Context: an optimization exercise on an open-source flow, tuned for small area, a short achievable clock period and few clock cycles. The choices shown serve that exercise and are no tape-out recipe.
Only the layout flow was run in this run; the RTL was not checked for function there.
Power figures rest on the tool's default switching activity, not on a simulated workload.

`design/flow/run.sh`:
```
#!/bin/bash
# synth_recipe.tcl (not shown) runs the flow's synth.tcl, then flattens the netlist and writes it again
# the make line also repeats each setting of config.mk as NAME=value (left out here)
make -C /OpenROAD-flow-scripts/flow DESIGN_CONFIG=/design/flow/config.mk WORK_HOME=/design/flow/orfs CLKGATE_MAP_FILE= SYNTH_SCRIPT=/design/flow/synth_recipe.tcl finish
```
`design/flow/config.mk`:
```
export PLATFORM = sky130hd
export DESIGN_NAME = cpu_core
export DESIGN_NICKNAME = cpu_core
export VERILOG_FILES = /design/flow/design.v
export SDC_FILE = /design/flow/constraint.sdc
export NUM_CORES = 4
export LEC_CHECK = 0
export ABC_CLOCK_PERIOD_IN_PS = 3500
export CAP_MARGIN = 20
export CELL_PAD_IN_SITES_DETAIL_PLACEMENT = 1
export CELL_PAD_IN_SITES_GLOBAL_PLACEMENT = 2
export CORE_MARGIN = 2
export CORE_UTILIZATION = 30
export CTS_BUF_LIST = sky130_fd_sc_hd__clkbuf_4 sky130_fd_sc_hd__clkbuf_8
export CTS_CLUSTER_SIZE = 20
export PLACE_DENSITY = 0.45
export SETUP_SLACK_MARGIN = 4.5
export SLEW_MARGIN = 20
```
`design/flow/constraint.sdc`:
```
create_clock -name core_clock -period 8.0 [get_ports {raw_clk}]
set_input_delay 1.6000 -clock core_clock [delete_from_list [all_inputs] [get_ports {raw_clk}]]
set_output_delay 1.6000 -clock core_clock [all_outputs]
set_load 0.01 [all_outputs]
```
`design/flow/design.v`:
```
package cpu6502_pkg;
  typedef logic [7:0] byte_t;
  typedef logic [7:0] addr_t;
  localparam int MEM_BYTES = 256;
  localparam int SB_SLOTS = 12;
  localparam int FLAG_N = 7;
  localparam int FLAG_V = 6;
  localparam int FLAG_B = 4;
  localparam int FLAG_Z = 1;
  localparam int FLAG_C = 0;
  localparam logic [4:0] K_ORA = 5'd0;
  localparam logic [4:0] K_AND = 5'd1;
  localparam logic [4:0] K_EOR = 5'd2;
  localparam logic [4:0] K_ADC = 5'd3;
  localparam logic [4:0] K_STA = 5'd4;
  localparam logic [4:0] K_LDA = 5'd5;
  localparam logic [4:0] K_CMP = 5'd6;
  localparam logic [4:0] K_SBC = 5'd7;
  localparam logic [4:0] K_LDX = 5'd8;
  localparam logic [4:0] K_LDY = 5'd9;
  localparam logic [4:0] K_TAX = 5'd10;
  localparam logic [4:0] K_TAY = 5'd11;
  localparam logic [4:0] K_TXA = 5'd12;
  localparam logic [4:0] K_TYA = 5'd13;
  localparam logic [4:0] K_INX = 5'd14;
  localparam logic [4:0] K_INY = 5'd15;
  localparam logic [4:0] K_DEX = 5'd16;
  localparam logic [4:0] K_DEY = 5'd17;
  localparam logic [4:0] K_CLC = 5'd18;
  localparam logic [4:0] K_SEC = 5'd19;
  localparam logic [4:0] K_NOP = 5'd20;
endpackage
`timescale 1ns/10ps
module program_rom (
  input  logic               raw_clk,
  input  logic               we,
  input  cpu6502_pkg::addr_t wa,
  input  cpu6502_pkg::byte_t wd,
  input  logic [15:0]        rhi,
  input  logic [15:0]        rlo,
  output cpu6502_pkg::byte_t rd
);
  logic [8*cpu6502_pkg::MEM_BYTES-1:0] mem;
  for (genvar i = 0; i < cpu6502_pkg::MEM_BYTES; i++)
  begin : g_byte
    always_ff @(posedge raw_clk)
    begin
      if (we && (wa == i))
        mem[8*i +: 8] <= wd;
    end
  end
  always_comb
  begin
    cpu6502_pkg::byte_t row;
    rd = '0;
    for (int h = 0; h < 16; h++)
    begin
      row = '0;
      for (int l = 0; l < 16; l++)
        row = row | (mem[8*(16*h+l) +: 8] & {8{rlo[l]}});
      rd = rd | (row & {8{rhi[h]}});
    end
  end
endmodule
`timescale 1ns/10ps
module fetch_decode (
  input  cpu6502_pkg::byte_t op,
  output logic [4:0]         kind,
  output logic               two_byte,
  output logic               zp,
  output logic               brk,
  output logic               illegal
);
  logic g1;
  assign g1 = (op[1:0] == 2'b01) &&
              ((op[4:2] == 3'b001) || ((op[4:2] == 3'b010) && (op[7:5] != 3'b100)));
  always_comb
  begin
    kind     = cpu6502_pkg::K_NOP;
    two_byte = 1'b0;
    zp       = 1'b0;
    brk      = 1'b0;
    illegal  = 1'b0;
    if (g1)
    begin
      kind     = {2'b00, op[7:5]};
      two_byte = 1'b1;
      zp       = (op[4:2] == 3'b001) && (op[7:5] != 3'b100);
    end
    else
    begin
      case (op)
        8'hA2: begin kind = cpu6502_pkg::K_LDX; two_byte = 1'b1; end
        8'hA0: begin kind = cpu6502_pkg::K_LDY; two_byte = 1'b1; end
        8'hAA: kind = cpu6502_pkg::K_TAX;
        8'hA8: kind = cpu6502_pkg::K_TAY;
        8'h8A: kind = cpu6502_pkg::K_TXA;
        8'h98: kind = cpu6502_pkg::K_TYA;
        8'hE8: kind = cpu6502_pkg::K_INX;
        8'hC8: kind = cpu6502_pkg::K_INY;
        8'hCA: kind = cpu6502_pkg::K_DEX;
        8'h88: kind = cpu6502_pkg::K_DEY;
        8'h18: kind = cpu6502_pkg::K_CLC;
        8'h38: kind = cpu6502_pkg::K_SEC;
        8'hEA: kind = cpu6502_pkg::K_NOP;
        8'h00: brk  = 1'b1;
        default: illegal = 1'b1;
      endcase
    end
  end
endmodule
`timescale 1ns/10ps
module op_queue #(
  parameter int K = cpu6502_pkg::SB_SLOTS
) (
  input  logic               raw_clk,
  input  logic               drop,
  input  logic               commit,
  input  cpu6502_pkg::addr_t la,
  output logic [K-1:0]       m_spec,
  output logic [K-1:0]       m_comm,
  output logic               hit,
  output cpu6502_pkg::byte_t hit_data,
  output logic [K-1:0]       alloc_oh,
  output logic               free_any,
  input  logic               alloc_en,
  input  logic [K-1:0]       dw_oh,
  input  cpu6502_pkg::byte_t dw_data,
  input  logic [K-1:0]       inv,
  input  logic               drain_ok,
  output logic               drain_v,
  output cpu6502_pkg::addr_t drain_addr,
  output cpu6502_pkg::byte_t drain_data
);
  logic               sv [0:K-1];
  logic               ss [0:K-1];
  logic               sh [0:K-1];
  cpu6502_pkg::addr_t sa [0:K-1];
  cpu6502_pkg::byte_t sd [0:K-1];
  logic [K-1:0]       comm;
  logic [K-1:0]       drain_oh;
  logic               hit_s;
  cpu6502_pkg::byte_t data_s;
  cpu6502_pkg::byte_t data_c;
  always_comb
  begin
    for (int i = 0; i < K; i++)
    begin
      m_spec[i] = sv[i] && ss[i] && (sa[i] == la);
      m_comm[i] = sv[i] && !ss[i] && (sa[i] == la);
      comm[i]   = sv[i] && !ss[i];
    end
  end
  always_comb
  begin
    hit_s  = |m_spec;
    hit    = |m_spec || |m_comm;
    data_s = '0;
    data_c = '0;
    for (int i = 0; i < K; i++)
    begin
      data_s = data_s | (sd[i] & {8{m_spec[i]}});
      data_c = data_c | (sd[i] & {8{m_comm[i]}});
    end
    hit_data = hit_s ? data_s : data_c;
  end
  always_comb
  begin
    alloc_oh = '0;
    free_any = 1'b0;
    for (int i = 0; i < K; i++)
    begin
      if (!sv[i] && !free_any)
      begin
        alloc_oh[i] = 1'b1;
        free_any    = 1'b1;
      end
    end
  end
  always_comb
  begin
    drain_oh = '0;
    drain_v  = 1'b0;
    for (int i = 0; i < K; i++)
    begin
      if (comm[i] && !drain_v)
      begin
        drain_oh[i] = 1'b1;
        drain_v     = 1'b1;
      end
    end
    drain_addr = '0;
    drain_data = '0;
    for (int i = 0; i < K; i++)
    begin
      drain_addr = drain_addr | (sa[i] & {8{drain_oh[i]}});
      drain_data = drain_data | (sd[i] & {8{drain_oh[i]}});
    end
  end
  always_ff @(posedge raw_clk)
  begin
    for (int i = 0; i < K; i++)
    begin
      if (alloc_en && alloc_oh[i])
      begin
        sv[i] <= 1'b1;
        ss[i] <= 1'b1;
        sh[i] <= 1'b0;
        sa[i] <= la;
      end
      else
      begin
        if ((drain_ok && drain_oh[i]) || inv[i] || (drop && ss[i]) || (commit && sh[i]))
          sv[i] <= 1'b0;
        if (commit || drop)
        begin
          ss[i] <= 1'b0;
          sh[i] <= 1'b0;
        end
        else if (alloc_en && m_comm[i])
        begin
          sh[i] <= 1'b1;
        end
      end
      if (dw_oh[i])
        sd[i] <= dw_data;
    end
  end
endmodule
`timescale 1ns/10ps
module execute_unit (
  input  logic               raw_clk,
  input  logic               w_en,
  input  logic               w_rst,
  input  logic               w_rst_p,
  input  cpu6502_pkg::addr_t w_addr,
  input  cpu6502_pkg::byte_t w_data,
  output logic [15:0]        fpc_hi_o,
  output logic [15:0]        fpc_lo_o,
  input  cpu6502_pkg::byte_t prd,
  output cpu6502_pkg::byte_t reg_a,
  output cpu6502_pkg::byte_t reg_x,
  output cpu6502_pkg::byte_t reg_y,
  output cpu6502_pkg::byte_t status,
  output logic               halted_i,
  output logic               fault_i
);
  localparam int K = cpu6502_pkg::SB_SLOTS;
  cpu6502_pkg::addr_t fpc;
  logic [8:0]         hw;
  logic               spec_live;
  logic               restart;
  logic               inorder;
  logic               bad;
  logic               flush;
  logic               w_zero;
  cpu6502_pkg::byte_t bq;
  logic               bv;
  logic               avail;
  cpu6502_pkg::byte_t byte_f;
  logic [15:0]        fpc_hi;
  logic [15:0]        fpc_lo;
  logic [4:0]         dk_kind;
  logic               dk_two;
  logic               dk_zp;
  logic               dk_brk;
  logic               dk_ill;
  logic               d_arg;
  logic [4:0]         d_kind;
  logic               d_zp;
  logic               d_sta;
  logic               d_stop;
  logic               d_stall;
  logic               consume;
  logic               e_valid;
  logic [4:0]         e_kind;
  cpu6502_pkg::addr_t e_addr;
  cpu6502_pkg::byte_t m_q;
  logic               e_spec;
  logic [K-1:0]       e_tgt;
  logic [K-1:0]       e_inv;
  logic               e_sta;
  logic               e_direct;
  cpu6502_pkg::byte_t ra, rx, ry;
  logic               fn, fv, fb, fz, fc;
  logic               pw_v;
  cpu6502_pkg::addr_t pw_a;
  cpu6502_pkg::byte_t pw_d;
  logic [15:0]        bq_hi;
  logic [15:0]        bq_lo;
  cpu6502_pkg::byte_t zp_rd;
  cpu6502_pkg::byte_t zp_val;
  logic [K-1:0]       m_spec;
  logic [K-1:0]       m_comm;
  logic               sb_hit;
  cpu6502_pkg::byte_t sb_data;
  logic [K-1:0]       alloc_oh;
  logic               free_any;
  logic               alloc_en;
  logic               drain_ok;
  logic               drain_v;
  cpu6502_pkg::addr_t drain_addr;
  cpu6502_pkg::byte_t drain_data;
  assign reg_a  = ra;
  assign reg_x  = rx;
  assign reg_y  = ry;
  assign status = {fn, fv, 1'b0, fb, 2'b00, fz, fc};
  assign w_zero  = w_en && (w_addr == 8'h00);
  assign restart = w_rst && (!w_rst_p || w_zero);
  assign inorder = w_en && !hw[8] && (w_addr == hw[7:0]);
  assign bad     = w_rst && w_en && !restart && !inorder;
  assign flush   = restart || bad;
  always_ff @(posedge raw_clk)
  begin
    if (restart)
    begin
      hw        <= {8'h00, w_zero};
      spec_live <= !w_en || w_zero;
    end
    else if (bad)
    begin
      spec_live <= 1'b0;
    end
    else if (w_rst && inorder)
    begin
      hw <= hw + 9'd1;
    end
  end
  assign avail  = !w_rst ||
                  (spec_live && (({1'b0, fpc} < hw) || (inorder && (w_addr == fpc))));
  assign byte_f = (w_en && (w_addr == fpc)) ? w_data : prd;
  always_ff @(posedge raw_clk)
  begin
    if (flush)
    begin
      bq  <= w_data;
      bv  <= restart && w_zero;
      fpc    <= {7'd0, restart && w_zero};
      fpc_hi <= 16'd1;
      fpc_lo <= {14'd0, restart && w_zero, !(restart && w_zero)};
    end
    else if (!bv || consume)
    begin
      bv <= avail;
      if (avail)
      begin
        bq     <= byte_f;
        fpc    <= fpc + 8'd1;
        fpc_lo <= {fpc_lo[14:0], fpc_lo[15]};
        if (fpc_lo[15])
          fpc_hi <= {fpc_hi[14:0], fpc_hi[15]};
      end
    end
  end
  assign fpc_hi_o = fpc_hi;
  assign fpc_lo_o = fpc_lo;
  fetch_decode dec (
    .op       (bq),
    .kind     (dk_kind),
    .two_byte (dk_two),
    .zp       (dk_zp),
    .brk      (dk_brk),
    .illegal  (dk_ill)
  );
  assign d_stall  = d_arg && d_sta && w_rst && !free_any;
  assign consume  = bv && !d_stop && !d_stall;
  assign alloc_en = consume && d_arg && d_sta && w_rst && !(|m_spec) && !flush;
  assign e_sta    = e_valid && (e_kind == cpu6502_pkg::K_STA);
  assign e_direct = e_sta && !e_spec;
  assign zp_val   = sb_hit ? sb_data : ((pw_v && (pw_a == bq)) ? pw_d : zp_rd);
  always_ff @(posedge raw_clk)
  begin
    if (flush)
    begin
      d_arg   <= 1'b0;
      d_stop  <= 1'b0;
      e_valid <= 1'b0;
    end
    else
    begin
      e_valid <= 1'b0;
      if (consume)
      begin
        if (!d_arg)
        begin
          if (dk_brk || dk_ill)
          begin
            d_stop <= 1'b1;
          end
          else if (dk_two)
          begin
            d_arg  <= 1'b1;
            d_kind <= dk_kind;
            d_zp   <= dk_zp;
            d_sta  <= (dk_kind == cpu6502_pkg::K_STA);
          end
          else
          begin
            e_valid <= 1'b1;
            e_kind  <= dk_kind;
          end
        end
        else
        begin
          d_arg   <= 1'b0;
          e_valid <= 1'b1;
          e_kind  <= d_kind;
          e_addr  <= bq;
          m_q     <= d_zp ? zp_val : bq;
          e_spec  <= w_rst;
          e_tgt   <= (|m_spec) ? m_spec : alloc_oh;
          e_inv   <= m_spec | m_comm;
        end
      end
    end
  end
  assign drain_ok = !e_direct;
  always_ff @(posedge raw_clk)
  begin
    pw_v <= e_direct ? !flush : drain_v;
    pw_a <= e_direct ? e_addr : drain_addr;
    pw_d <= e_direct ? ra : drain_data;
  end
  always_comb
  begin
    for (int i = 0; i < 16; i++)
    begin
      bq_hi[i] = (bq[7:4] == i);
      bq_lo[i] = (bq[3:0] == i);
    end
  end
  program_rom zp (
    .raw_clk (raw_clk),
    .we      (pw_v),
    .wa      (pw_a),
    .wd      (pw_d),
    .rhi     (bq_hi),
    .rlo     (bq_lo),
    .rd      (zp_rd)
  );
  op_queue #(.K(K)) sb (
    .raw_clk    (raw_clk),
    .drop       (flush),
    .commit     (!w_rst),
    .la         (bq),
    .m_spec     (m_spec),
    .m_comm     (m_comm),
    .hit        (sb_hit),
    .hit_data   (sb_data),
    .alloc_oh   (alloc_oh),
    .free_any   (free_any),
    .alloc_en   (alloc_en),
    .dw_oh      ((e_sta && e_spec && !flush) ? e_tgt : {K{1'b0}}),
    .dw_data    (ra),
    .inv        ((e_direct && !flush) ? e_inv : {K{1'b0}}),
    .drain_ok   (drain_ok),
    .drain_v    (drain_v),
    .drain_addr (drain_addr),
    .drain_data (drain_data)
  );
  cpu6502_pkg::byte_t m_alu;
  logic               cin;
  logic [8:0]         sum;
  cpu6502_pkg::byte_t a_nxt, x_nxt, y_nxt, nz_src;
  logic               c_nxt, v_nxt, nz_upd;
  logic               sum_zero;
  logic               z_nxt;
  always_comb
  begin
    m_alu = ((e_kind == cpu6502_pkg::K_SBC) || (e_kind == cpu6502_pkg::K_CMP)) ? ~m_q : m_q;
    cin   = (e_kind == cpu6502_pkg::K_CMP) ? 1'b1 : fc;
    sum   = {1'b0, ra} + {1'b0, m_alu} + {8'd0, cin};
    sum_zero = ((ra ^ m_alu) == {ra[6:0] | m_alu[6:0], cin});
    a_nxt  = ra;
    x_nxt  = rx;
    y_nxt  = ry;
    c_nxt  = fc;
    v_nxt  = fv;
    nz_upd = 1'b1;
    case (e_kind)
      cpu6502_pkg::K_ORA: a_nxt = ra | m_q;
      cpu6502_pkg::K_AND: a_nxt = ra & m_q;
      cpu6502_pkg::K_EOR: a_nxt = ra ^ m_q;
      cpu6502_pkg::K_LDA: a_nxt = m_q;
      cpu6502_pkg::K_ADC, cpu6502_pkg::K_SBC:
      begin
        a_nxt = sum[7:0];
        c_nxt = sum[8];
        v_nxt = (ra[7] == m_alu[7]) && (sum[7] != ra[7]);
      end
      cpu6502_pkg::K_CMP: c_nxt = sum[8];
      cpu6502_pkg::K_LDX: x_nxt = m_q;
      cpu6502_pkg::K_LDY: y_nxt = m_q;
      cpu6502_pkg::K_TAX: x_nxt = ra;
      cpu6502_pkg::K_TAY: y_nxt = ra;
      cpu6502_pkg::K_TXA: a_nxt = rx;
      cpu6502_pkg::K_TYA: a_nxt = ry;
      cpu6502_pkg::K_INX: x_nxt = rx + 8'd1;
      cpu6502_pkg::K_INY: y_nxt = ry + 8'd1;
      cpu6502_pkg::K_DEX: x_nxt = rx - 8'd1;
      cpu6502_pkg::K_DEY: y_nxt = ry - 8'd1;
      cpu6502_pkg::K_CLC: begin c_nxt = 1'b0; nz_upd = 1'b0; end
      cpu6502_pkg::K_SEC: begin c_nxt = 1'b1; nz_upd = 1'b0; end
      default: nz_upd = 1'b0;    
    endcase
    case (e_kind)
      cpu6502_pkg::K_LDX, cpu6502_pkg::K_TAX,
      cpu6502_pkg::K_INX, cpu6502_pkg::K_DEX: nz_src = x_nxt;
      cpu6502_pkg::K_LDY, cpu6502_pkg::K_TAY,
      cpu6502_pkg::K_INY, cpu6502_pkg::K_DEY: nz_src = y_nxt;
      cpu6502_pkg::K_CMP: nz_src = sum[7:0];
      default: nz_src = a_nxt;
    endcase
    case (e_kind)
      cpu6502_pkg::K_ADC, cpu6502_pkg::K_SBC, cpu6502_pkg::K_CMP: z_nxt = sum_zero;
      default: z_nxt = (nz_src == 8'd0);
    endcase
  end
  always_ff @(posedge raw_clk)
  begin
    if (flush)
    begin
      ra       <= '0;
      rx       <= '0;
      ry       <= '0;
      fn       <= 1'b0;
      fv       <= 1'b0;
      fb       <= 1'b0;
      fz       <= 1'b0;
      fc       <= 1'b0;
      halted_i <= 1'b0;
      fault_i  <= 1'b0;
    end
    else
    begin
      if (e_valid)
      begin
        ra <= a_nxt;
        rx <= x_nxt;
        ry <= y_nxt;
        fc <= c_nxt;
        fv <= v_nxt;
        if (nz_upd)
        begin
          fn <= nz_src[7];
          fz <= z_nxt;
        end
      end
      if (consume && !d_arg && dk_brk)
      begin
        fb       <= 1'b1;
        halted_i <= 1'b1;
      end
      if (consume && !d_arg && dk_ill)
        fault_i <= 1'b1;
    end
  end
endmodule
`timescale 1ns/10ps
module cpu_core (
  input  logic               raw_clk,
  input  logic               button_reset,
  input  logic               prog_we,
  input  cpu6502_pkg::addr_t prog_addr,
  input  cpu6502_pkg::byte_t prog_data,
  output cpu6502_pkg::byte_t reg_a,
  output cpu6502_pkg::byte_t reg_x,
  output cpu6502_pkg::byte_t reg_y,
  output cpu6502_pkg::byte_t status,
  output logic               halted,
  output logic               fault
);
  logic               w_en;
  logic               w_rst;
  logic               w_rst_p;
  cpu6502_pkg::addr_t w_addr;
  cpu6502_pkg::byte_t w_data;
  logic               out_en;
  cpu6502_pkg::byte_t o_a, o_x, o_y, o_st;
  logic               o_halt, o_fault;
  logic [15:0]        fpc_hi;
  logic [15:0]        fpc_lo;
  cpu6502_pkg::byte_t prd;
  cpu6502_pkg::byte_t a_i, x_i, y_i, st_i;
  logic               halted_i, fault_i;
  always_ff @(posedge raw_clk)
  begin
    w_en    <= prog_we;
    w_addr  <= prog_addr;
    w_data  <= prog_data;
    w_rst   <= !button_reset;
    w_rst_p <= w_rst;
    out_en  <= button_reset;
  end
  program_rom rom (
    .raw_clk (raw_clk),
    .we      (w_en),
    .wa      (w_addr),
    .wd      (w_data),
    .rhi     (fpc_hi),
    .rlo     (fpc_lo),
    .rd      (prd)
  );
  execute_unit core (
    .raw_clk  (raw_clk),
    .w_en     (w_en),
    .w_rst    (w_rst),
    .w_rst_p  (w_rst_p),
    .w_addr   (w_addr),
    .w_data   (w_data),
    .fpc_hi_o (fpc_hi),
    .fpc_lo_o (fpc_lo),
    .prd      (prd),
    .reg_a    (a_i),
    .reg_x    (x_i),
    .reg_y    (y_i),
    .status   (st_i),
    .halted_i (halted_i),
    .fault_i  (fault_i)
  );
  always_ff @(posedge raw_clk)
  begin
    if (!button_reset || !out_en)
    begin
      o_a     <= '0;
      o_x     <= '0;
      o_y     <= '0;
      o_st    <= '0;
      o_halt  <= 1'b0;
      o_fault <= 1'b0;
    end
    else
    begin
      o_a     <= a_i;
      o_x     <= x_i;
      o_y     <= y_i;
      o_st    <= st_i;
      o_halt  <= halted_i;
      o_fault <= fault_i;
    end
  end
  assign reg_a  = o_a;
  assign reg_x  = o_x;
  assign reg_y  = o_y;
  assign status = o_st;
  assign halted = o_halt;
  assign fault  = o_fault;
endmodule
```
==> results.txt <==
[final timing paths]
path	start	endpoint	slack [ns]	cells past startpoint
setup / recovery	core.bq[1]	core.m_q[0]	3.75	13
hold / removal	core.e_addr[1]	core.pw_a[1]	0.50	2
setup reg to reg	core.bq[1]	core.m_q[0]	3.75	13
hold reg to reg	core.e_addr[1]	core.pw_a[1]	0.50	2
[worst reg2reg max path, cell delays in order (launching register included)]
cell and delay, ns:
edfxtp_1 0.39, buf_6 0.17, buf_4 0.20, buf_6 0.22, nor3b_2 0.25, buf_4 0.32
a22o_1 0.33, o21ai_2 0.25, nand4b_1 0.59, a221oi_4 0.61, buf_4 0.20, nand4_1 0.12
o211ai_1 0.17, a21oi_1 0.11
[Yosys cell counts (96+ instances only)]
cell type  number
a22oi_1       774
buf_2         119
nand2_1       288
edfxtp_1     4355
a22o_1        621
o21ai_0       179
nand4_1       223
buf_1         107
a21oi_1        96
a221oi_1      639
a222oi_1      116
clkbuf_1      410
dfxtp_1       181
nand3_1       186
nor2_1        717
xnor2_1       155
[flip-flops by register name (all words and copies together) (netlist names), 9 cells and up]
name	count
core.zp.mem	2048
core.hw	9
core.fpc_lo	16
rom.mem	2048
core.e_tgt	12
core.sb.sv	12
core.sb.sd	96
core.sb.sa	96
core.e_inv	12
core.sb.ss	12
core.sb.sh	12
core.fpc_hi	16
[area by class of cell]
cell class / instances / area [um2] / area share, %
flip-flops and latches: 4536 / 135000 / 64.2
multi-input cells: 4932 / 38700 / 18.5
clock buffers: 1121 / 13500 / 6.47
repair buffers: 962 / 10400 / 4.98
well taps: 7560 / 9460 / 4.52
clock inverters: 326 / 2450 / 1.17
inverters: 67 / 268 / 0.128
diodes: 23 / 57.6 / 0.0275
repair inverters: 1 / 7.51 / 0.00358
[report_power, final]
group | internal [mW] | leakage [nW] | total, mW | switching (mW)
clock | 11.7 | 8.48 | 22.2 | 10.4
sequential | 26.1 | 41.4 | 26.2 | 0.128
combinational | 2.07 | 17.1 | 7.29 | 5.23
total | 39.8 | 67.0 | 55.6 | 15.8
[placed cells by master, fill, tap and decap left out, types with 156 or more instances in the layout]
| master | instances |
|---|---|
| clkbuf_4 | 301 |
| nand4_1 | 223 |
| edfxtp_1 | 4355 |
| a22oi_1 | 730 |
| clkbuf_8 | 820 |
| nand3_1 | 156 |
| nor2_1 | 460 |
| nand2_1 | 240 |
| buf_4 | 640 |
| nor2_2 | 234 |
| a22o_1 | 618 |
| a221oi_1 | 546 |
| clkinv_1 | 181 |
[repair_timing]
action / CTS / global route
resized for setup: 918 / 223
buffers inserted: 189 / 59
pin swaps: 192 / 144
endpoints found under the setup margin: 1114 / 672
cloned: 37 / 10
[kinds of logic after synthesis]
group           after synthesis  share of synthesized area (%)
fa+ha+maj                    55                          0.417
flops                      4536                           78.1
buf+inv                     742                           1.84
simple gates               1782                           4.95
mux                         148                          0.966
compound gates             2782                           12.9
xor+xnor                    160                          0.814
other cells                   1                        0.00218
[stage by stage]
step	hold slack (ns)	setup WS (ns)
after floorplan	0.391	4.52
after global placement	0.494	1.78
after detailed placement	0.491	1.86
after CTS	0.503	3.88
after global routing	0.536	3.84
final	0.496	3.75
[routing by layer]
metal  vias to the layer above  GRT usage [%]
met5                         -              0
met4                        14           10.2
met3                      1367           4.45
met2                      5377           45.7
met1                     62500           38.9
li1                      44800              -
==> results.txt <==
number of global-route vias before repair=114k; placed wire-length estimate=511 mm; clock slew seen by the registers of the worst setup and hold paths=0.07 ns; cell total after placement=17.8k; arrival time at the worst endpoint=5.27 ns; post-synthesis instance area=0.172 mm2; H-tree levels=6; clk latency of the worst-skew pair=1.35 ns; startpoint type of the worst setup path=register; global-route usage over all layers=28.4%; highest signal layer in the routed design=met5; M1 WL=363 mm; number of antenna violations at the first check in global routing=77; signed area change from the synthesized netlist to the final layout=21.8%; category of the most critical setup path=reg2reg; Non-Filler Instances=19.5k; final setup violation count=0; die area=0.580 mm2; critical-path cell list=buf_6 -> buf_4 -> buf_6 -> nor3b_2 -> buf_4 -> a22o_1 -> o21ai_2 -> nand4b_1 -> a221oi_4 -> buf_4 -> nand4_1 -> o211ai_1 -> a21oi_1; max-slew violation total from the final report=0; pin count of the biggest net entering global routing=160; routed via count=114k; Worst path top cell family by delay=compound AO/OA/AOI/OAI gates; I/O Buffers=49; Yosys cell types=86; I/O Pins=53; average footprint of a synthesized cell=16.9 um2; most frequent cell on the critical path=buf_4; NumNets Final=11.4k; cell area after placement=0.186 mm2; fillers=56.7k; slew at the pin closest to its max-slew limit=1.32 ns; CTS tree=done; post-synthesis async set-or-reset flop share=0%; hold bufs inserted after CTS=0; minimum clock period after layout=4.25 ns; IR drop worst, VDD=0.211 mV; remaining antenna violation count after routing=0; final std cell area, no fill=0.209 mm2; number of enable-type register cells in the synthesized netlist=4355; dominant cell type by area after synthesis=edfxtp_1; routed length per placed instance=43.7 um; horizontal die dimension=761 um; class of the most critical hold timing path=reg2reg; static leakage=67.0 nW; Synth Warn #=10; fraction of synthesized cell area taken by the top area cell type=76.0%; max incr delay on CP=0.60 ns; post-detailed-routing wire length=853 mm; endpoints failing hold=0; Overflow after GRT=0; total core area=0.572 mm2; post-route clock skew=0.112 ns; element type at the critical path end=register; Initial DRT Pass Iterations=9; cell type of the slowest stage on the worst timing path=a221oi_4; metal2 WL=396 mm; number of violations reported at the end of detailed-routing iteration 0=14.4k; Overall Power=55.6 mW; DRC violation count after routing=0; sequential share of the synthesized area=78.1%; final clock period utilization by the worst path=53.1%; TritonCTS buffer count=805; fraction of final layout cells with drive strength greater than 1=26.4%; synthesized flop and latch total=4536; result of the run=finished clean; cell count after synthesis=10.2k; critical path data required time=9.03 ns; core occupancy in the finished layout=36.6%; root cell of the clock tree=clkbuf_8; Total Negative Setup Slacks=0 ns; final weighted congestion in routability-driven placement=0.866; power density relative to cell area=266 mW/mm2; global-route wire length before repair=1110 mm; count of standard-cell rows=278; top fanout value on the critical path=18; buffers and inverters on the worst path=5; number of clock sinks seen by CTS=4536; Synth area leaders=edfxtp_1 (76%), a22oi_1 (3.4%), a221oi_1 (3.3%), a22o_1 (3.2%), dfxtp_1 (2.1%); worst rel slew slack=12.3%; top flip-flop cell by instance count after synthesis=edfxtp_1; Max clock buf depth=4; max-capacitance violation count=0; RSZ-0062 raised after global routing=yes; Fmax achieved=0.235 GHz; total met3 wirelength after detailed routing=58.9 mm; drt via density=5.84; die outline height=761 um; initial cell density of the core=30.1%

what the ideal ports hide:
Ports are ideal in the flow. The routed layout listed here was re-timed in OpenROAD.
Step 1, drivers: a clkbuf_16 drives raw_clk and a buf_2 each remaining input, both assumed.
Step 2, shift: input delay + t, output delay - t, t = (earliest + latest rising clock arrival at the registers) / 2. This alone moves slack from input paths to output paths.
Slacks: ideal ports / drivers / drivers and shift; pairs: ideal ports / drivers.
t (ns): 1.421
setup WS [ns]: 3.753 / 3.753 / 3.753
worst setup path at the end: register to register
worst slew at a driven data input, ns: 0.11
After both steps this run still meets setup and hold. The setup slack of this run moves by 0.000 ns with the drivers and by 0.000 ns with both steps.
